Context: an optimization exercise on an open-source flow, tuned for small area and a short achievable clock period. The choices shown serve that exercise and are no tape-out recipe. In this exercise RTL edits were held to simulation tests only and were not proved equivalent to the original. Power is estimated from default activity; no workload was simulated.

Setup of before:
==> flow/design.v <==
module hq_dh_sequencer #(
  parameter int Q       = 8,
  parameter int N       = 16,
  parameter int HQ_ROWS = 4,
  parameter int HQ_COLS = 32,
  parameter int TIMEOUT = 64
) (
  input  logic                clk,
  input  logic                rst,
  input  logic                wr_en,
  input  logic signed [N-1:0] wr_real,
  input  logic signed [N-1:0] wr_im,
  input  logic                start,
  input  logic                Dh_result_valid,
  output logic                loaded,
  output logic                busy,
  output logic                Dh_en,
  output logic signed [N-1:0] out_real,
  output logic signed [N-1:0] out_im,
  output logic [3:0]          q_idx,
  output logic                done,
  output logic                err
);
  localparam int DEPTH  = HQ_ROWS * HQ_COLS;
  localparam int ADDR_W = $clog2(DEPTH);
  localparam int BURST  = 2 * HQ_ROWS;
  localparam int K_W    = $clog2(BURST);
  localparam int LAST_Q = HQ_COLS / 2 - 1;
  localparam int CNT_W  = $clog2(TIMEOUT);
  localparam int W      = 2 * N;                
  localparam int NFIX   = 2 * BURST;            
  localparam int CLEN   = LAST_Q + 1 - 2;       
  if (((HQ_COLS % 2) != 0) || (HQ_COLS / 2 > 16) || (Q >= N)) begin : g_param_check
    $error("hq_dh_sequencer: unsupported parameter set");
  end
  typedef enum logic [1:0] {
    S_IDLE,
    S_FEED,
    S_WAIT,
    S_DONE
  } state_t;
  state_t              r_state,    w_state_nxt;
  logic [ADDR_W-1:0]   r_wr_ptr,   w_wr_ptr_nxt;
  logic                r_loaded,   w_loaded_nxt;
  logic                r_busy,     w_busy_nxt;
  logic                r_err,      w_err_nxt;
  logic                r_done,     w_done_nxt;
  logic                r_dh_en,    w_dh_en_nxt;
  logic [3:0]          r_q,        w_q_nxt;
  logic [K_W-1:0]      r_k,        w_k_nxt;
  logic [CNT_W-1:0]    r_wait_cnt, w_wait_cnt_nxt;
  logic [W-1:0]        r_out,      w_out_nxt;
  logic                r_valid_d;
  logic                r_wv;
  logic [W-1:0]        r_wd;
  logic [3:0]          r_off,      w_off_nxt;
  logic                r_ra;        
  logic [BURST-1:0]    r_shf;       
  logic [BURST-1:0]    r_sh;        
  logic [1:0]          r_shb;       
  logic                r_rdf;       
  logic                r_rds;       
  logic                r_rda;       
  logic                w_accept;
  logic                w_wr_fire;
  logic                w_rd_en;
  logic                w_go;
  logic [W-1:0]        w_rd_data;
  logic [W-1:0]        b_pos0 [2];
  logic [W-1:0]        b_pos1 [2];
  logic [W-1:0]        head   [BURST];
  assign w_accept  = (r_state == S_WAIT) && Dh_result_valid && !r_valid_d;
  assign w_wr_fire = (r_state == S_IDLE) && !r_loaded && wr_en;
  always_comb begin
    w_state_nxt    = r_state;
    w_wr_ptr_nxt   = r_wr_ptr;
    w_loaded_nxt   = r_loaded;
    w_busy_nxt     = r_busy;
    w_err_nxt      = r_err;
    w_q_nxt        = r_q;
    w_k_nxt        = r_k;
    w_wait_cnt_nxt = (r_state == S_WAIT) ? r_wait_cnt + CNT_W'(1) : '0;
    w_dh_en_nxt    = 1'b0;
    w_done_nxt     = 1'b0;
    case (r_state)
      S_IDLE: begin
        if (start && r_loaded) begin
          w_state_nxt = S_FEED;
          w_err_nxt   = 1'b0;
          w_busy_nxt  = 1'b1;
          w_q_nxt     = '0;
          w_k_nxt     = '0;
          w_dh_en_nxt = 1'b1;
        end else if (w_wr_fire) begin
          if (r_wr_ptr == ADDR_W'(DEPTH - 1)) begin
            w_wr_ptr_nxt = '0;
            w_loaded_nxt = 1'b1;
          end else begin
            w_wr_ptr_nxt = r_wr_ptr + ADDR_W'(1);
          end
        end
      end
      S_FEED: begin
        if (r_k == K_W'(BURST - 1)) begin
          w_state_nxt = S_WAIT;
        end else begin
          w_k_nxt     = r_k + K_W'(1);
          w_dh_en_nxt = 1'b1;
        end
      end
      S_WAIT: begin
        if (w_accept) begin
          if (r_q == 4'(LAST_Q)) begin
            w_state_nxt  = S_DONE;
            w_done_nxt   = 1'b1;
            w_busy_nxt   = 1'b0;
            w_loaded_nxt = 1'b0;
            w_wr_ptr_nxt = '0;
          end else begin
            w_state_nxt = S_FEED;
            w_q_nxt     = r_q + 4'd1;
            w_k_nxt     = '0;
            w_dh_en_nxt = 1'b1;
          end
        end else if (r_wait_cnt == CNT_W'(TIMEOUT - 1)) begin
          w_state_nxt = S_IDLE;
          w_err_nxt   = 1'b1;
          w_busy_nxt  = 1'b0;
        end
      end
      S_DONE: begin
        w_state_nxt = S_IDLE;
      end
      default: begin
        w_state_nxt = S_IDLE;
      end
    endcase
  end
  typedef enum logic [3:0] {
    R_HEAD0 = 4'd0,    
    R_B0P0  = 4'd8,
    R_B0P1  = 4'd9,
    R_B1P0  = 4'd10,
    R_B1P1  = 4'd11
  } rsel_t;
  rsel_t r_rsel, w_rsel_nxt;
  rsel_t w_rsel_go, w_rsel_stay;
  assign w_go = (r_state == S_IDLE) ? start : w_accept;
  always_comb begin
    case (r_state)
      S_IDLE:  w_rsel_go = r_loaded ? R_B0P1 : R_B0P0;
      S_WAIT:  w_rsel_go = (r_q == 4'd0) ? R_B1P1 :
                           (r_q == 4'(LAST_Q)) ? R_B0P0 : rsel_t'(R_HEAD0 + 4'd1);
      default: w_rsel_go = w_rsel_stay;
    endcase
  end
  always_comb begin
    case (r_state)
      S_FEED:  w_rsel_stay = (r_k != K_W'(BURST - 1)) ?
                             ((r_q == 4'd0) ? R_B0P1 :
                              (r_q == 4'd1) ? R_B1P1 : rsel_t'({1'b0, r_k + K_W'(2)})) :
                             ((r_q == 4'd0) ? R_B1P0 : R_HEAD0);
      S_WAIT:  w_rsel_stay = (r_wait_cnt == CNT_W'(TIMEOUT - 1)) ? R_B0P0 :
                             (r_q == 4'd0) ? R_B1P0 : R_HEAD0;
      default: w_rsel_stay = R_B0P0;
    endcase
  end
  assign w_rsel_nxt = w_go ? w_rsel_go : w_rsel_stay;
  always_comb begin
    case (r_rsel)
      R_B0P0:  w_rd_data = b_pos0[0];
      R_B0P1:  w_rd_data = b_pos1[0];
      R_B1P0:  w_rd_data = b_pos0[1];
      R_B1P1:  w_rd_data = b_pos1[1];
      default: w_rd_data = head[r_rsel[K_W-1:0]];
    endcase
  end
  assign w_rd_en = r_rdf || (r_rds && start) || (r_rda && Dh_result_valid && !r_valid_d);
  assign w_out_nxt = w_rd_en ? w_rd_data : r_out;
  assign w_off_nxt = (r_ra || r_shf[BURST-1]) ?
                     ((r_off == 4'(CLEN - 1)) ? 4'd0 : r_off + 4'd1) : r_off;
  always_ff @(posedge clk) begin
    if (rst) begin
      r_state    <= S_IDLE;
      r_wr_ptr   <= '0;
      r_loaded   <= 1'b0;
      r_busy     <= 1'b0;
      r_err      <= 1'b0;
      r_done     <= 1'b0;
      r_dh_en    <= 1'b0;
      r_q        <= '0;
      r_k        <= '0;
      r_wait_cnt <= '0;
      r_out      <= '0;
      r_valid_d  <= 1'b0;
      r_wv       <= 1'b0;
      r_off      <= '0;
      r_ra       <= 1'b0;
      r_shf      <= '0;
      r_sh       <= '0;
      r_shb      <= '0;
      r_rsel     <= R_B0P0;
      r_rdf      <= 1'b0;
      r_rds      <= 1'b0;
      r_rda      <= 1'b0;
    end else begin
      r_state    <= w_state_nxt;
      r_wr_ptr   <= w_wr_ptr_nxt;
      r_loaded   <= w_loaded_nxt;
      r_busy     <= w_busy_nxt;
      r_err      <= w_err_nxt;
      r_done     <= w_done_nxt;
      r_dh_en    <= w_dh_en_nxt;
      r_q        <= w_q_nxt;
      r_k        <= w_k_nxt;
      r_wait_cnt <= w_wait_cnt_nxt;
      r_out      <= w_out_nxt;
      r_valid_d  <= Dh_result_valid;
      r_wv       <= w_wr_fire;
      r_rsel     <= w_rsel_nxt;
      r_rdf      <= (w_state_nxt == S_FEED) && (w_k_nxt != K_W'(BURST - 1));
      r_rds      <= (w_state_nxt == S_IDLE) && w_loaded_nxt;
      r_rda      <= (w_state_nxt == S_WAIT) && (w_q_nxt != 4'(LAST_Q));
      r_off      <= w_off_nxt;
      r_ra       <= (w_off_nxt != 4'd0) && (!r_busy || (r_q < 4'd2));
      for (int k = 0; k < BURST; k++) begin
        r_shf[k] <= (r_state == S_FEED) && (r_q >= 4'd2) && (r_k == K_W'(k));
        r_sh[k]  <= (w_wr_fire && (r_wr_ptr >= ADDR_W'(NFIX)) && (r_wr_ptr[K_W-1:0] == K_W'(k))) ||
                    ((w_off_nxt != 4'd0) && (!r_busy || (r_q < 4'd2))) ||
                    ((r_state == S_FEED) && (r_q >= 4'd2) && (r_k == K_W'(k)));
      end
      for (int b = 0; b < 2; b++) begin
        r_shb[b] <= (w_wr_fire && (r_wr_ptr < ADDR_W'(NFIX)) && (r_wr_ptr[K_W] == 1'(b))) ||
                    ((w_state_nxt == S_FEED) && (w_q_nxt == 4'(b)));
      end
    end
  end
  always_ff @(posedge clk) begin
    r_wd <= {wr_real, wr_im};
  end
  for (genvar b = 0; b < 2; b++) begin : g_burst
    logic [BURST*W-1:0] r_ch;
    always_ff @(posedge clk) begin
      if (r_shb[b])
        r_ch <= {r_wv ? r_wd : r_ch[W-1:0], r_ch[BURST*W-1:W]};
    end
    assign b_pos0[b] = r_ch[W-1:0];
    assign b_pos1[b] = r_ch[2*W-1:W];
  end
  for (genvar k = 0; k < BURST; k++) begin : g_chain
    logic [CLEN*W-1:0] r_ch;
    always_ff @(posedge clk) begin
      if (r_sh[k])
        r_ch <= {r_wv ? r_wd : r_ch[W-1:0], r_ch[CLEN*W-1:W]};
    end
    assign head[k] = r_ch[W-1:0];
  end
  assign loaded   = r_loaded;
  assign busy     = r_busy;
  assign Dh_en    = r_dh_en;
  assign out_real = r_out[W-1:N];
  assign out_im   = r_out[N-1:0];
  assign q_idx    = r_q;
  assign done     = r_done;
  assign err      = r_err;
endmodule
clock: 6.0 ns
lec_check: 0
cap_margin: 20
core_margin: 2
core_utilization: 75
cts_cluster_diameter: 60
cts_cluster_size: 24
setup_slack_margin: 3.6
slew_margin: 20
run.sh (not shown) runs the stock make flow with config.mk's settings and CLKGATE_MAP_FILE= SYNTH_SCRIPT=/design/flow/synth_recipe.tcl, a recipe that flattens the netlist after the stock synthesis.
Edits applied to the flow inputs when going from before to after:
diff --git a/flow/config.mk b/flow/config.mk
--- a/flow/config.mk
+++ b/flow/config.mk
@@ -8,5 +8,5 @@
 export CAP_MARGIN = 20
 export CORE_MARGIN = 2
-export CORE_UTILIZATION = 75
+export CORE_UTILIZATION = 70
 export CTS_CLUSTER_DIAMETER = 60
 export CTS_CLUSTER_SIZE = 24
Notes after the runs:
For count of mapped cells out of synthesis, after and before come out practically identical. From before to after the numbers moved as follows: remaining global-route overflow now sits at about the same level, placement row count now sits higher, internal power summed over all cells now sits at about the same level. For data-path buffer share of cell area in the final layout, after and before come out practically identical. Diff before -> after: combinational group power fell by about 2%; die area rose by 0.013 mm2. Any difference in post-synthesis to final-layout area growth between before and after is small enough to ignore.

## separate check: timing with driven ports
In the flow no input, the clock included, has a driving cell. The finished layouts below were timed again as built, in two steps.
Step 1 (the two cells are an assumption about what drives the block):
set clk [get_ports {clk}]
set_driving_cell -lib_cell sky130_fd_sc_hd__clkbuf_16 $clk
set_driving_cell -lib_cell sky130_fd_sc_hd__buf_2 [delete_from_list [all_inputs] $clk]
Step 2 times the ports against the registers' clock, not the clock port: input delays grow and output delays shrink by t, the midpoint of the rising clock arrivals with the driver on.
a / b / c = no drivers / after step 1 / after step 2; a / b = the first two.
run	t (ns)	setup slack, ns	worst hold slack (ns)	pins driven straight from the clock port
before	0.954	3.365 / 3.277 / 2.639	0.395 / 0.395 / 0.395	1
after	0.934	3.381 / 3.300 / 2.791	0.404 / 0.404 / 0.404	1
After both steps every run listed still meets setup and hold. For before, which loses most, drivers alone change the setup slack by -0.088 ns; drivers and shift together by -0.726 ns.
